From an optimization exercise on the open Yosys and OpenROAD flow, aimed at small area, a short achievable clock period and few clock cycles per item; shortcuts taken in it are not production practice. RTL that was checked went through simulation tests only; none was proved equivalent to the original.

Setup of run 1:
==> flow/design.v (excerpt) <==
module sm4Core (
  input  wire logic                             clk,
  input  wire logic                             rst_n,
  input  wire logic                             start,
  input  wire logic                             decrypt,
  input  wire logic [sm4CorePkg::BLOCK_W-1:0]   key,
  input  wire logic [sm4CorePkg::BLOCK_W-1:0]   textIn,
  output logic [sm4CorePkg::BLOCK_W-1:0]        textOut,
  output logic                                  done
);
==> flow/config.mk <==
export PLATFORM = sky130hd
export DESIGN_NAME = sm4Core
export DESIGN_NICKNAME = sm4Core
export VERILOG_FILES = /design/flow/design.v
export SDC_FILE = /design/flow/constraint.sdc
export NUM_CORES = 8
export LEC_CHECK = 0
export CAP_MARGIN = 20
export CORE_MARGIN = 2
export CORE_UTILIZATION = 60
export SETUP_SLACK_MARGIN = 4.5
export SLEW_MARGIN = 20
export TNS_END_PERCENT = 0
==> flow/constraint.sdc <==
create_clock -name core_clock -period 11.0 [get_ports {clk}]
set_input_delay 2.2000 -clock core_clock [delete_from_list [all_inputs] [get_ports {clk}]]
set_output_delay 2.2000 -clock core_clock [all_outputs]
set_load 0.01 [all_outputs]
standard.sh (not shown) runs the stock make flow with config.mk's settings and CLKGATE_MAP_FILE= SYNTH_SCRIPT=/design/flow/synth_recipe.tcl, a recipe that flattens the netlist after the stock synthesis.
==> flow/flow/run.sh <==
#!/bin/bash
# Own layout flow: the standard flow (standard.sh) with its synthesis
# changed in one place only. Where the standard synthesis maps all logic with
# its ABC script, this one maps the modules listed in flow/alt_modules.txt
# with the ABC script flow/alt.abc, and the rest with the standard script.
# The flip-flops are mapped before that step, as in the standard synthesis,
# so registers, names and cells are unchanged.
# flow/knobs.txt adds ORFS variables to both make calls.
# Each tool's full output goes to a log file of its own in this folder.
set -euo pipefail
here=$(pwd)
fdir=$here/flow
alts=$(tr '\n' ' ' < "$fdir/alt_modules.txt")
rest=$(tr '\n' ' ' < "$fdir/std_modules.txt")

sed "s#^  log_cmd abc {\*}\$abc_args#  set alt_args [lreplace \$abc_args 1 1 $fdir/alt.abc]\n  log_cmd abc {*}\$alt_args $alts\n  log_cmd abc {*}\$abc_args $rest#" \
  "$FLOW_HOME/scripts/synth.tcl" > "$here/own_synth.tcl"
grep -q "alt.abc" "$here/own_synth.tcl"
sed "s#\$::env(SCRIPTS_DIR)/synth.tcl#$here/own_synth.tcl#" "$here/synth_recipe.tcl" > "$here/own_synth_recipe.tcl"
grep -q "own_synth.tcl" "$here/own_synth_recipe.tcl"

knobs=()
if [[ -f $fdir/knobs.txt ]]; then
  while IFS= read -r line; do
    [[ -n "$line" && "$line" != \#* ]] && knobs+=("$line")
  done < "$fdir/knobs.txt"
fi

bash standard.sh "SYNTH_SCRIPT=$here/own_synth_recipe.tcl" "${knobs[@]}" synth > "$here/synth.log" 2>&1
bash standard.sh "SYNTH_SCRIPT=$here/own_synth_recipe.tcl" "${knobs[@]}" finish > "$here/layout.log" 2>&1
test -f "$here/out/final.def"
==> flow/flow/alt.abc <==
strash
dch
map -B 0.9
topo
stime -c
buffer -c
upsize -c
dnsize -c
==> flow/flow/alt_modules.txt <==
sm4DataT
sm4KeyT
==> flow/flow/knobs.txt <==
SYNTH_HIERARCHICAL=1
BUFFER_PORTS_ARGS=-buffer_cell sky130_fd_sc_hd__buf_1
==> flow/flow/std_modules.txt <==
sm4Core
#### Input delta (run 2 over run 1)
Settings: a change of SETUP_SLACK_MARGIN from 4.5 to 5.
==> flow/flow/alt.abc <==
strash
dch
map -a
topo
stime -c
buffer -c
upsize -c
dnsize -c
[summary]
Effective utilization at floorplan in run 2 is 0.37 points above run 1. Count of cells resized by post-cts repair was higher in run 2 than in run 1. Run 2 reports its end of the critical path as y[1] while run 1 reports y[14]. Run 1 → run 2: met3 wire length decreased 29%, design area went down. Run 2 vs. run 1: pin slew with the least headroom to its limit rose 0.058 ns. Re final worst hold slack: run 1 was lower than run 2. Cmp run 2 and run 1 / fraction of final layout cells sized beyond drive strength 1 / higher: run 2.
### run 2 -> run 3
==> flow/flow/alt.abc <==
strash
dch
map -B 0.5
topo
stime -c
buffer -c
upsize -c
dnsize -c
Findings:
Run 3 supports a higher top clock frequency than run 2.
The register fraction of the total cell area reported for run 3 is smaller than that of run 2 by 2.5 points.
In run 3, the sequential element share of the synthesized area came out 4.6 points below the value in run 2.
Going from run 2 to run 3, total wire length rose 25%; met1 capacity usage during global routing rose 3.1 points.
Comparing run 2 and run 3, number of instances in the synthesized netlist is higher on run 3.
No run of this note included a check of the RTL's function; only the layout flow was run.


job 104:
sm4Core, a different RTL version from the one above (not shown whole).
For scale: ~7800 cells after synthesis, ~390 I/O pins, ~0.047 mm^2 of cells after synthesis.
export LEC_CHECK = 0
export CAP_MARGIN = 20
export CORE_MARGIN = 2
export CORE_UTILIZATION = 60
export SETUP_SLACK_MARGIN = 5
export SLEW_MARGIN = 20
export TNS_END_PERCENT = 0
create_clock -name core_clock -period 11.0 [get_ports {clk}]
==> flow/flow/run.sh <==
#!/bin/bash
# Own layout flow: the standard flow (standard.sh), with
#  - synthesis as standard.sh does it, except for the ABC mapping script
#    (flow/abc.script) used for the logic between the registers;
#  - the ORFS knobs in flow/knobs.txt added to the layout's make call.
# Registers, their names and cells are the standard synthesis's: the
# flip-flops are mapped before ABC runs and ABC does not touch them.
# Each tool's full output goes to a log file of its own in this folder.
set -euo pipefail
here=$(pwd)
fdir=$here/flow

# synthesis script: synth_recipe.tcl with ORFS's synth.tcl swapped for a copy
# whose abc call uses flow/abc.script.
sed "s#^  log_cmd abc {\*}\$abc_args#  set abc_args [lreplace \$abc_args 1 1 $fdir/abc.script]\n  log_cmd abc {*}\$abc_args#" \
  "$FLOW_HOME/scripts/synth.tcl" > "$here/own_synth.tcl"
grep -q "abc.script" "$here/own_synth.tcl"
sed "s#\$::env(SCRIPTS_DIR)/synth.tcl#$here/own_synth.tcl#" "$here/synth_recipe.tcl" > "$here/own_synth_recipe.tcl"
grep -q "own_synth.tcl" "$here/own_synth_recipe.tcl"

knobs=()
if [[ -f $fdir/knobs.txt ]]; then
  while IFS= read -r line; do
    [[ -n "$line" && "$line" != \#* ]] && knobs+=("$line")
  done < "$fdir/knobs.txt"
fi

bash standard.sh "SYNTH_SCRIPT=$here/own_synth_recipe.tcl" synth > "$here/synth.log" 2>&1
bash standard.sh "SYNTH_SCRIPT=$here/own_synth_recipe.tcl" "${knobs[@]}" finish > "$here/layout.log" 2>&1
test -f "$here/out/final.def"
==> flow/flow/abc.script <==
strash
dch
map -B 0.9
topo
stime -c
buffer -c
upsize -c
dnsize -c
==> flow/flow/knobs.txt <==
BUFFER_PORTS_ARGS=-buffer_cell sky130_fd_sc_hd__buf_1
SETUP_SLACK_MARGIN=5.5
Job 104 finished all stages; the layout is clean.
[inputs] job 105 vs job 104
--- a/flow/flow/run.sh
+++ b/flow/flow/run.sh
@@ -1,9 +1,13 @@
 #!/bin/bash
-# Own layout flow: the standard flow (standard.sh), with
-#  - synthesis as standard.sh does it, except for the ABC mapping script
-#    (flow/abc.script) used for the logic between the registers;
-#  - the ORFS knobs in flow/knobs.txt added to the layout's make call.
-# Registers, their names and cells are the standard synthesis's: the
-# flip-flops are mapped before ABC runs and ABC does not touch them.
-# Each tool's full output goes to a log file of its own in this folder.
+# Own layout flow: the standard flow (standard.sh) with two changes.
+#  - Synthesis is the standard one except for the ABC script that maps the
+#    logic between the registers: flow/abc.script (ORFS's area script, a
+#    delay-driven map with area recovery) instead of the speed script.
+#    The flip-flops are mapped before ABC runs and ABC does not touch them,
+#    so registers, their names and cells are the standard synthesis's.
+#  - flow/knobs.txt adds ORFS variables to the make calls: the port buffers
+#    are buf_1 cells (every port still gets one), and the timing repair
+#    aims at a larger setup margin. The clock and constraints are the standard flow's.
+# Each tool's full output goes to a log file of its own in this folder
+# (synth.log, layout.log, and ORFS's own logs under orfs/logs).
 set -euo pipefail
@@ -27,3 +31,3 @@
 
-bash standard.sh "SYNTH_SCRIPT=$here/own_synth_recipe.tcl" synth > "$here/synth.log" 2>&1
+bash standard.sh "SYNTH_SCRIPT=$here/own_synth_recipe.tcl" "${knobs[@]}" synth > "$here/synth.log" 2>&1
 bash standard.sh "SYNTH_SCRIPT=$here/own_synth_recipe.tcl" "${knobs[@]}" finish > "$here/layout.log" 2>&1
==> flow/flow/knobs.txt <==
BUFFER_PORTS_ARGS=-buffer_cell sky130_fd_sc_hd__buf_1
SETUP_SLACK_MARGIN=6.5
Compared with job 104, in job 105 largest net degree at the start of global routing fell 77, final critical delay including setup and external delays fell 650 ps, cell count of the worst reg-to-reg path fell 3. ~same die area in job 105 and job 104. Diff job 104 -> job 105 | final cell count | increase of 80. Compared with job 104, met3 wirelength from detailed routing in job 105 increased by a little under 10%. Measured against each other, job 105 and job 104 differ in number of gates on the worst path with buffers counted, the higher figure coming from job 104.
No functional check of the RTL was part of any run of this note.


## build 72
sm4Core, a different RTL version from the one above (not shown whole).
Size in the first run: ~460 flip-flops, about 45,000 µm² of cells after synthesis.
==> flow/design.v (excerpt) <==
module sm4Core (
  input  wire logic                             clk,
  input  wire logic                             rst_n,
  input  wire logic                             start,
  input  wire logic                             decrypt,
  input  wire logic [sm4CorePkg::BLOCK_W-1:0]   key,
  input  wire logic [sm4CorePkg::BLOCK_W-1:0]   textIn,
  output logic [sm4CorePkg::BLOCK_W-1:0]        textOut,
  output logic                                  done
);
export LEC_CHECK = 0
export CAP_MARGIN = 20
export CORE_MARGIN = 2
export CORE_UTILIZATION = 55
export SETUP_SLACK_MARGIN = 5
export SLEW_MARGIN = 20
export TNS_END_PERCENT = 0
create_clock -name core_clock -period 11.0 [get_ports {clk}]
==> flow/flow/run.sh <==
#!/bin/bash
# Own layout flow: the standard flow (standard.sh) with two changes.
#  - Synthesis is the standard one except for the ABC script that maps the
#    logic between the registers: flow/abc.script (ORFS's area script, a
#    delay-driven map with area recovery) instead of the speed script.
#    The flip-flops are mapped before ABC runs and ABC does not touch them,
#    so registers, their names and cells are the standard synthesis's.
#  - flow/knobs.txt adds ORFS variables to the make calls: the port buffers
#    are buf_1 cells (every port still gets one), and the timing repair
#    aims at a larger setup margin. The clock and constraints are the standard flow's.
# Each tool's full output goes to a log file of its own in this folder
# (synth.log, layout.log, and ORFS's own logs under orfs/logs).
set -euo pipefail
here=$(pwd)
fdir=$here/flow

# synthesis script: synth_recipe.tcl with ORFS's synth.tcl swapped for a copy
# whose abc call uses flow/abc.script.
sed "s#^  log_cmd abc {\*}\$abc_args#  set abc_args [lreplace \$abc_args 1 1 $fdir/abc.script]\n  log_cmd abc {*}\$abc_args#" \
  "$FLOW_HOME/scripts/synth.tcl" > "$here/own_synth.tcl"
grep -q "abc.script" "$here/own_synth.tcl"
sed "s#\$::env(SCRIPTS_DIR)/synth.tcl#$here/own_synth.tcl#" "$here/synth_recipe.tcl" > "$here/own_synth_recipe.tcl"
grep -q "own_synth.tcl" "$here/own_synth_recipe.tcl"

knobs=()
if [[ -f $fdir/knobs.txt ]]; then
  while IFS= read -r line; do
    [[ -n "$line" && "$line" != \#* ]] && knobs+=("$line")
  done < "$fdir/knobs.txt"
fi

bash standard.sh "SYNTH_SCRIPT=$here/own_synth_recipe.tcl" "${knobs[@]}" synth > "$here/synth.log" 2>&1
bash standard.sh "SYNTH_SCRIPT=$here/own_synth_recipe.tcl" "${knobs[@]}" finish > "$here/layout.log" 2>&1
test -f "$here/out/final.def"
==> flow/flow/knobs.txt <==
BUFFER_PORTS_ARGS=-buffer_cell sky130_fd_sc_hd__buf_1
SETUP_SLACK_MARGIN=5.75
Scripts as last shown in full above: flow/flow/abc.script
Testbench counts of build 72, summed over its fixed seeds: cycles 56,002, blocks 1,600.
What build 86 does differently from build 72 at the input level:
- CORE_UTILIZATION: 55 -> 60
--- a/flow/flow/knobs.txt
+++ b/flow/flow/knobs.txt
@@ -2 +2 @@
-SETUP_SLACK_MARGIN=5.75
+SETUP_SLACK_MARGIN=6.6
Build 72 vs build 86, highest routed metal layer: met5 vs met4. Delta (build 86 minus build 72): global-route usage went up 3.6 points; sequential share of layout area went down 1.8 points; clock-buffer cell count went down 9. Build 86 against build 72: least setup slack across all paths after layout higher.
Inputs modified between build 86 and build 67:
- swapping 60 for 55 in CORE_UTILIZATION
- putting GPL_ROUTABILITY_DRIVEN at 0 where nothing was set
--- a/flow/flow/knobs.txt
+++ b/flow/flow/knobs.txt
@@ -2 +2 @@
-SETUP_SLACK_MARGIN=6.6
+SETUP_SLACK_MARGIN=6.5
Delta (build 67 minus build 86): cell count after synthesis held steady; number of buffers and inverters on the critical path now smaller; number of buffer cells added on primary ports saw little to no change; post-synthesis compound-gate area fraction was more or less identical.
Build 67 vs build 86 — number of buffers created by CTS climbed by a few percent
Looking at worst setup slack, build 67 sits 0.36 ns lower than build 86 does.
Setup changes, build 67 to build 80
- GPL_ROUTABILITY_DRIVEN: 0 -> unset
- CORE_UTILIZATION: 55 -> 60
- CTS_BUF_LIST: unset -> sky130_fd_sc_hd__clkbuf_4 sky130_fd_sc_hd__clkbuf_8
--- a/flow/flow/knobs.txt
+++ b/flow/flow/knobs.txt
@@ -2 +2 @@
-SETUP_SLACK_MARGIN=6.5
+SETUP_SLACK_MARGIN=5.75
==> comparison <==
Taking build 67 as 1.0, build 80 lands at 0.924 on maximum frequency from static timing analysis.
Looking at first-iteration DRC count, build 80 sits 553 higher than build 67 does.
Data-path buffer share of cell area in the final layout ends up lower on build 80.
Comparing build 67 and build 80, global-route wire length before repair is higher on build 67.
diff inputs: build 80 => build 89
- CTS_BUF_LIST removed (was sky130_fd_sc_hd__clkbuf_4 sky130_fd_sc_hd__clkbuf_8)
--- a/flow/flow/knobs.txt
+++ b/flow/flow/knobs.txt
@@ -2 +2 @@
-SETUP_SLACK_MARGIN=5.75
+SETUP_SLACK_MARGIN=6.25
Findings:
Looking at number of cells on the worst reg-to-reg path, build 89 sits below build 80. End point of the critical path: ko[78] -> build 89, z[5] -> build 80. Relative to build 80, the final hold slack of build 89 is higher by 0.035 ns. [compare] base=build 80 new=build 89: area growth from synthesis to layout +4.0 points; area after synthesis ~0 delta; utilization +2.4 points; area taken by multi-input logic gates +1100 µm². Build 80 reached the end of the flow, and the finished layout is clean on the timing, DRC and antenna checks. In summary, build 89 completed successfully, with a layout that passed the timing, DRC and antenna checks. Number of cells on the critical path: build 89 < build 80. Taking build 80 as the reference, in build 89 overall fraction of global-route tracks in use shows no meaningful change, final area now sits higher, routability congestion estimate down 0.018, wire length the detailed router placed on met1 now larger.

[port drivers added, routing unchanged]
The flow's constraints put no driver on any port. The routed layouts listed below were extracted and timed again, unchanged, in two steps.
Step 1 (the two cells are an assumption about what drives the block):
set clk [get_ports {clk}]
set_driving_cell -lib_cell sky130_fd_sc_hd__clkbuf_16 $clk
set_driving_cell -lib_cell sky130_fd_sc_hd__buf_2 [delete_from_list [all_inputs] $clk]
Step 2 adds t to the input delays and takes it off the output delays; t is the mean of the earliest and latest rising clock arrival at the registers after step 1. Input paths then give back, and output paths get back, about the clock's delay inside the block.
Slacks: ideal / step 1 / step 2; pairs: ideal / step 1.
run	shift t [ns]	slack for setup (ns)	worst hold slack (ns)	latest minus earliest clock arrival (ns)
run 1	0.695	4.703 / 4.703 / 4.366	0.469 / 0.469 / 0.469	0.094 / 0.094
run 2	0.676	4.065 / 4.065 / 4.065	0.474 / 0.474 / 0.474	0.035 / 0.035
run 3	0.694	5.121 / 5.153 / 4.471	0.477 / 0.477 / 0.477	0.032 / 0.033
job 104	0.639	5.674 / 5.674 / 5.103	0.510 / 0.510 / 0.510	0.032 / 0.031
job 105	0.644	6.325 / 6.363 / 5.719	0.517 / 0.517 / 0.517	0.031 / 0.030
build 72	0.686	5.727 / 5.761 / 5.075	0.535 / 0.535 / 0.535	0.035 / 0.036
build 86	0.667	6.559 / 6.594 / 5.927	0.531 / 0.531 / 0.531	0.034 / 0.033
build 67	0.667	6.194 / 6.224 / 5.556	0.531 / 0.531 / 0.531	0.041 / 0.041
build 80	0.734	5.801 / 5.805 / 5.092	0.494 / 0.494 / 0.494	0.059 / 0.059
build 89	0.668	6.229 / 6.250 / 5.582	0.529 / 0.529 / 0.529	0.028 / 0.028
After both steps every run listed still meets setup and hold. The setup slack of build 80, which loses most, moves by +0.004 ns with the drivers and by -0.709 ns with both steps.
